This is an optimization exercise on Yosys and OpenROAD, whose aim is small area, a short achievable clock period and few clock cycles, not a production implementation.
Function was checked by simulation only, so behaviour that the tests miss may differ from the original.
Power figures rest on the tool's default switching activity, not on a simulated workload.

==> inputs of try-cedar <==
## mm_system
module mm_system #(
  parameter int max_dim = 10
) (
  input  logic          arm_clk,
  input  logic          rst,
  input  logic          start,
  input  mm_pkg::dim_t  dim_m,
  input  mm_pkg::dim_t  dim_n,
  input  mm_pkg::dim_t  dim_p,
  input  logic          fm_valid,
  input  mm_pkg::word_t fm_word,
  input  logic          wm_valid,
  input  mm_pkg::word_t wm_word,
  output logic          res_valid,
  output mm_pkg::acc_t  res_data,
  output logic          done
);
  logic       busy, issuing, all_w;
  logic [1:0] fq, wq, qm_last, qp_last;
  logic [9:0] mask, i_oh, j_oh, m_oh, p_oh, fcol, wrow;
  logic       go, w_row_last, w_first_last, w_last, j_last, i_last, issue_last;
  logic       act, ok, byp, jg0, jg1, jg2, wq0, wq1, wq2;
  logic       v1, l1;
  logic       v2, l2;
  logic       v3, l3;
  assign go           = start & (~busy | done);
  assign w_row_last   = busy & ~all_w & wrow[9];
  assign w_first_last = w_row_last & wm_valid & (wq == 2'd0);
  assign w_last       = w_row_last & wm_valid & (wq == qp_last);
  assign j_last       = |(j_oh & p_oh);
  assign i_last       = |(i_oh & m_oh);
  assign jg0 = |j_oh[3:0];
  assign jg1 = |j_oh[7:4];
  assign jg2 = |j_oh[9:8];
  assign wq0 = (wq == 2'd0);
  assign wq1 = (wq == 2'd1);
  assign wq2 = (wq == 2'd2);
  assign byp = w_row_last & wm_valid & ((jg0 & wq0) | (jg1 & wq1) | (jg2 & wq2));
  assign ok  = all_w | byp | (jg0 & ~wq0) | (jg1 & wq2);
  assign act = issuing | w_first_last;
  assign issue_last = act & ok & j_last & i_last;
  always_ff @(posedge arm_clk or posedge rst) begin
    if (rst) begin
      busy    <= 1'b0;
      issuing <= 1'b0;
    end else begin
      if (go) busy <= 1'b1;
      else if (done) busy <= 1'b0;
      if (issue_last) issuing <= 1'b0;
      else if (w_first_last) issuing <= 1'b1;
    end
  end
  always_ff @(posedge arm_clk) begin
    if (go) begin
      qm_last <= 2'((dim_m[3:0] - 4'd1) >> 2);
  ...
Settings: LEC_CHECK=0, CAP_MARGIN=20, CORE_MARGIN=2, CORE_UTILIZATION=40, SLEW_MARGIN=20, SYNTH_HIERARCHICAL=1, SYNTH_MINIMUM_KEEP_SIZE=0; clock period 10.0 ns.
standard.sh (not shown) runs the stock make flow with config.mk's settings and CLKGATE_MAP_FILE= SYNTH_SCRIPT=/design/flow/synth_recipe.tcl, a recipe that flattens the netlist after the stock synthesis.
==> flow/flow/run.sh <==
#!/bin/bash
set -euo pipefail
bash standard.sh SETUP_SLACK_MARGIN=6.6 CTS_CLUSTER_SIZE=25 CTS_CLUSTER_DIAMETER=80 \
  "BUFFER_PORTS_ARGS=-buffer_cell sky130_fd_sc_hd__buf_2" finish > standard.log 2>&1
==> try-willow (differences from try-cedar) <==
==> flow/flow/run.sh (replaced) <==
#!/bin/bash
set -euo pipefail
bash standard.sh SETUP_SLACK_MARGIN=6.6 CTS_CLUSTER_SIZE=30 CTS_CLUSTER_DIAMETER=100 \
  "BUFFER_PORTS_ARGS=-buffer_cell sky130_fd_sc_hd__buf_2" finish > standard.log 2>&1
==> try-tundra (differences from try-cedar) <==
==> flow/flow/run.sh (replaced) <==
#!/bin/bash
set -euo pipefail
bash standard.sh SETUP_SLACK_MARGIN=6.7 CTS_CLUSTER_SIZE=25 CTS_CLUSTER_DIAMETER=80 \
  "BUFFER_PORTS_ARGS=-buffer_cell sky130_fd_sc_hd__buf_2" finish > standard.log 2>&1
==> reports/metrics.sh <==
STATUS='complete, no violations'
NUMCTSBUFFERS=101
PERIOD_SHARE_PCT=34.16
LEAKAGE_nW=28.83
GRT_MAX_DEGREE=56
ROUTE.MET2.WL_MM=113.5
MET1_TRACK_UTILIZATION_FROM_GLOBAL_ROUTING_PCT=31.41
GRT_USAGE_PCT=21.84
POWER.COMBINATIONAL.TOTAL_W=0.000320
WORST_R2R_STARTPOINT='opw9[7]'
N_ANTENNA_CELL=6
DP_CELLS=7814
SHARE_SEQ_OF_TOTAL_POWER_PCT=64.3
POSTLAYOUTSETUPSLACKWORST_NS=6.584
R2R-END='rk0_1708'
DRT_PASS1_ITERATIONS=6
NONCLOCKBUFFERCOUNT=146
NUMBER_OF_GLOBAL_ROUTE_VIAS_BEFORE_REPAIR=46860
The numbers above come from try-cedar.

==> reports/metrics.sh <==
GRT_MAX_DEGREE=59
NUMBER_OF_GLOBAL_ROUTE_VIAS_BEFORE_REPAIR=46960
WORST_R2R_STARTPOINT='opw2[5]'
NONCLOCKBUFFERCOUNT=143
POWER.COMBINATIONAL.TOTAL_W=0.000329
MET1_TRACK_UTILIZATION_FROM_GLOBAL_ROUTING_PCT=31.73
R2R-END='rk0_1681'
N_ANTENNA_CELL=8
POSTLAYOUTSETUPSLACKWORST_NS=6.652
PERIOD_SHARE_PCT=33.48
LEAKAGE_nW=28.78
STATUS='complete, no violations'
ROUTE.MET2.WL_MM=113.9
SHARE_SEQ_OF_TOTAL_POWER_PCT=64.3
DP_CELLS=7811
DRT_PASS1_ITERATIONS=6
The numbers above come from try-tundra.

==> reports/metrics.sh <==
STATUS='complete, no violations'
ROUTE.MET2.WL_MM=112.3
NUMBER_OF_GLOBAL_ROUTE_VIAS_BEFORE_REPAIR=46470
PERIOD_SHARE_PCT=33.98
DP_CELLS=7814
WORST_R2R_STARTPOINT='opw2[6]'
GRT_USAGE_PCT=21.78
LEAKAGE_nW=28.51
R2R-END='rk0_1692'
NUMCTSBUFFERS=83
GRT_MAX_DEGREE=56
SHARE_SEQ_OF_TOTAL_POWER_PCT=66.5
MET1_TRACK_UTILIZATION_FROM_GLOBAL_ROUTING_PCT=31.41
POSTLAYOUTSETUPSLACKWORST_NS=6.602
The numbers above come from try-willow.

Testbench counts of try-cedar, summed over its fixed seeds: cycles 6,110.
Testbench counts of try-willow, summed over its fixed seeds: cycles 6,110.
Testbench counts of try-tundra, summed over its fixed seeds: cycles 6,110.

---

==> trial 2 <==
mm_system, a different RTL version from the one above (not shown whole).
Design mm_system, start of the top module:
module mm_system #(
  parameter int max_dim = 10
) (
  input  logic          arm_clk,
  input  logic          rst,
  input  logic          start,
  input  mm_pkg::dim_t  dim_m,
  input  mm_pkg::dim_t  dim_n,
  input  mm_pkg::dim_t  dim_p,
  input  logic          fm_valid,
  input  mm_pkg::word_t fm_word,
  input  logic          wm_valid,
  input  mm_pkg::word_t wm_word,
  output logic          res_valid,
  output mm_pkg::acc_t  res_data,
  output logic          done
);
Settings: LEC_CHECK=0, CAP_MARGIN=20, CORE_MARGIN=2, CORE_UTILIZATION=40, SLEW_MARGIN=20, SYNTH_HIERARCHICAL=1, SYNTH_MINIMUM_KEEP_SIZE=0; clock period 10.0 ns.
==> flow/flow/run.sh <==
#!/bin/bash
set -euo pipefail
bash standard.sh SETUP_SLACK_MARGIN=6.5 CTS_CLUSTER_SIZE=25 CTS_CLUSTER_DIAMETER=80 finish > standard.log 2>&1
==> build 17: changes against trial 2 <==
==> flow/flow/run.sh (replaced) <==
#!/bin/bash
set -euo pipefail
bash standard.sh SETUP_SLACK_MARGIN=6.5 CTS_CLUSTER_SIZE=25 CTS_CLUSTER_DIAMETER=80 \
  "BUFFER_PORTS_ARGS=-buffer_cell sky130_fd_sc_hd__buf_2" finish > standard.log 2>&1
==> run notes <==
synthesis-to-finish area growth=8.76%; PwrDens=roughly 160 nW/um^2; GR Util met3=0.0334; share of layout cells above drive strength 1=0.0894; status=complete, no violations; GPL Wtd Cong=0.920; design area=~90000 sq um; post-DR wirelength/cell=between 20 and 30 microns
(the above is from trial 2)
==> run notes <==
GPL Wtd Cong=slightly above 0.9; PwrDens=156 nW/um^2; share of layout cells above drive strength 1=0.0954; Seq cells=~2000; post-route setup slack=about 6.5 ns; GR Util met3=0.0362; synthesis-to-finish area growth=7.47%; status=complete, no violations; CP cell instances=and2_1, fa_1, fa_1, fa_1, fa_1, fa_1; post-DR wirelength/cell=approximately 30 microns; post-synthesis cell type count=57; complex-gate fraction of the synthesized area=0.0949
(the above is from build 17)
Testbench counts of trial 2, summed over its fixed seeds: cycles 6,110.
Testbench counts of build 17, summed over its fixed seeds: cycles 6,110.

---

==> run F: inputs <==
Another version of the RTL of mm_system (not shown whole).
clock: 10.0 ns
lec_check: 0
cap_margin: 20
core_margin: 2
core_utilization: 40
slew_margin: 20
==> flow/flow/run.sh <==
#!/bin/bash
set -euo pipefail
bash standard.sh SETUP_SLACK_MARGIN=6.5 finish > standard.log 2>&1
==> inputs of run P, as changes to run F <==
==> flow/run.sh (new file) <==
#!/bin/bash
# synth_recipe.tcl (not shown) runs the flow's synth.tcl, then flattens the netlist and writes it again
# the make line also repeats each setting of config.mk as NAME=value (left out here)
make -C /OpenROAD-flow-scripts/flow DESIGN_CONFIG=/design/flow/config.mk WORK_HOME=/design/flow/orfs CLKGATE_MAP_FILE= SYNTH_SCRIPT=/design/flow/synth_recipe.tcl finish
removed: flow/flow/run.sh
removed: flow/standard.sh
==> run notes <==
status: timing/DRC/antenna clean
Crit Path Class: register to register
Met1 Wirelength: 97600 um
Crit. path cell count: 8
Non-clk bufs: 172
Multi-input gate area: 25400 um2
metal3 WL: 15800 um
via count: 46300
pin count of the biggest net entering global routing: 172
f_max: 285 MHz
fin crit period: 3.51 ns
Seq area share: 0.597
cell family with most CP delay: adder cells
Worst Path Arrival: 4.23 ns
Area Growth Syn to Fin: 13.0%
Comb pwr share: 0.074
vias in the first global route: 47500
the above is filed under run F

==> run notes <==
Multi-input gate area: 25400 um2
status: timing/DRC/antenna clean
Crit. path cell count: 4
Non-clk bufs: 153
vias in the first global route: 47100
Crit Path Class: input port to register
Met1 Wirelength: 100000 um
via count: 46100
fin crit period: 4.48 ns
Worst Path Arrival: 4.94 ns
Area Growth Syn to Fin: 12.7%
the above is filed under run P

Testbench counts of run F, summed over its fixed seeds: cycles 6,206.
Testbench counts of run P, summed over its fixed seeds: cycles 6,206.

[static timing again, ports no longer ideal]
The flow's constraints put no driver on any port. The routed layouts listed below were extracted and timed again, unchanged, in two steps.
Step 1 (the two cells are an assumption about what drives the block):
set clk [get_ports {arm_clk}]
set_driving_cell -lib_cell sky130_fd_sc_hd__clkbuf_16 $clk
set_driving_cell -lib_cell sky130_fd_sc_hd__buf_2 [delete_from_list [all_inputs] $clk]
Step 2, shift: input delay + t, output delay - t, t = (earliest + latest rising clock arrival at the registers) / 2. This alone moves slack from input paths to output paths.
Three values: no drivers, after step 1, after step 2; two values: the first two.
run | t (ns) | slack for setup (ns) | worst setup path after step 2 | clock arrival spread, ns
try-cedar | 0.865 | 6.584 / 6.580 / 5.947 | input to register | 0.058 / 0.058
try-willow | 0.836 | 6.602 / 6.602 / 5.937 | input to register | 0.077 / 0.077
try-tundra | 0.873 | 6.652 / 6.561 / 6.079 | input to register | 0.039 / 0.039
trial 2 | 0.846 | 6.515 / 6.431 / 5.818 | input to register | 0.039 / 0.038
build 17 | 0.833 | 6.507 / 6.507 / 5.835 | input to register | 0.036 / 0.037
run F | 0.911 | 6.489 / 6.424 / 5.649 | input to register | 0.049 / 0.048
run P | 0.913 | 5.520 / 5.562 / 4.649 | input to register | 0.048 / 0.049
After both steps setup and hold are still met in every run listed. For run P, which loses most, drivers alone change the setup slack by +0.042 ns; drivers and shift together by -0.871 ns.
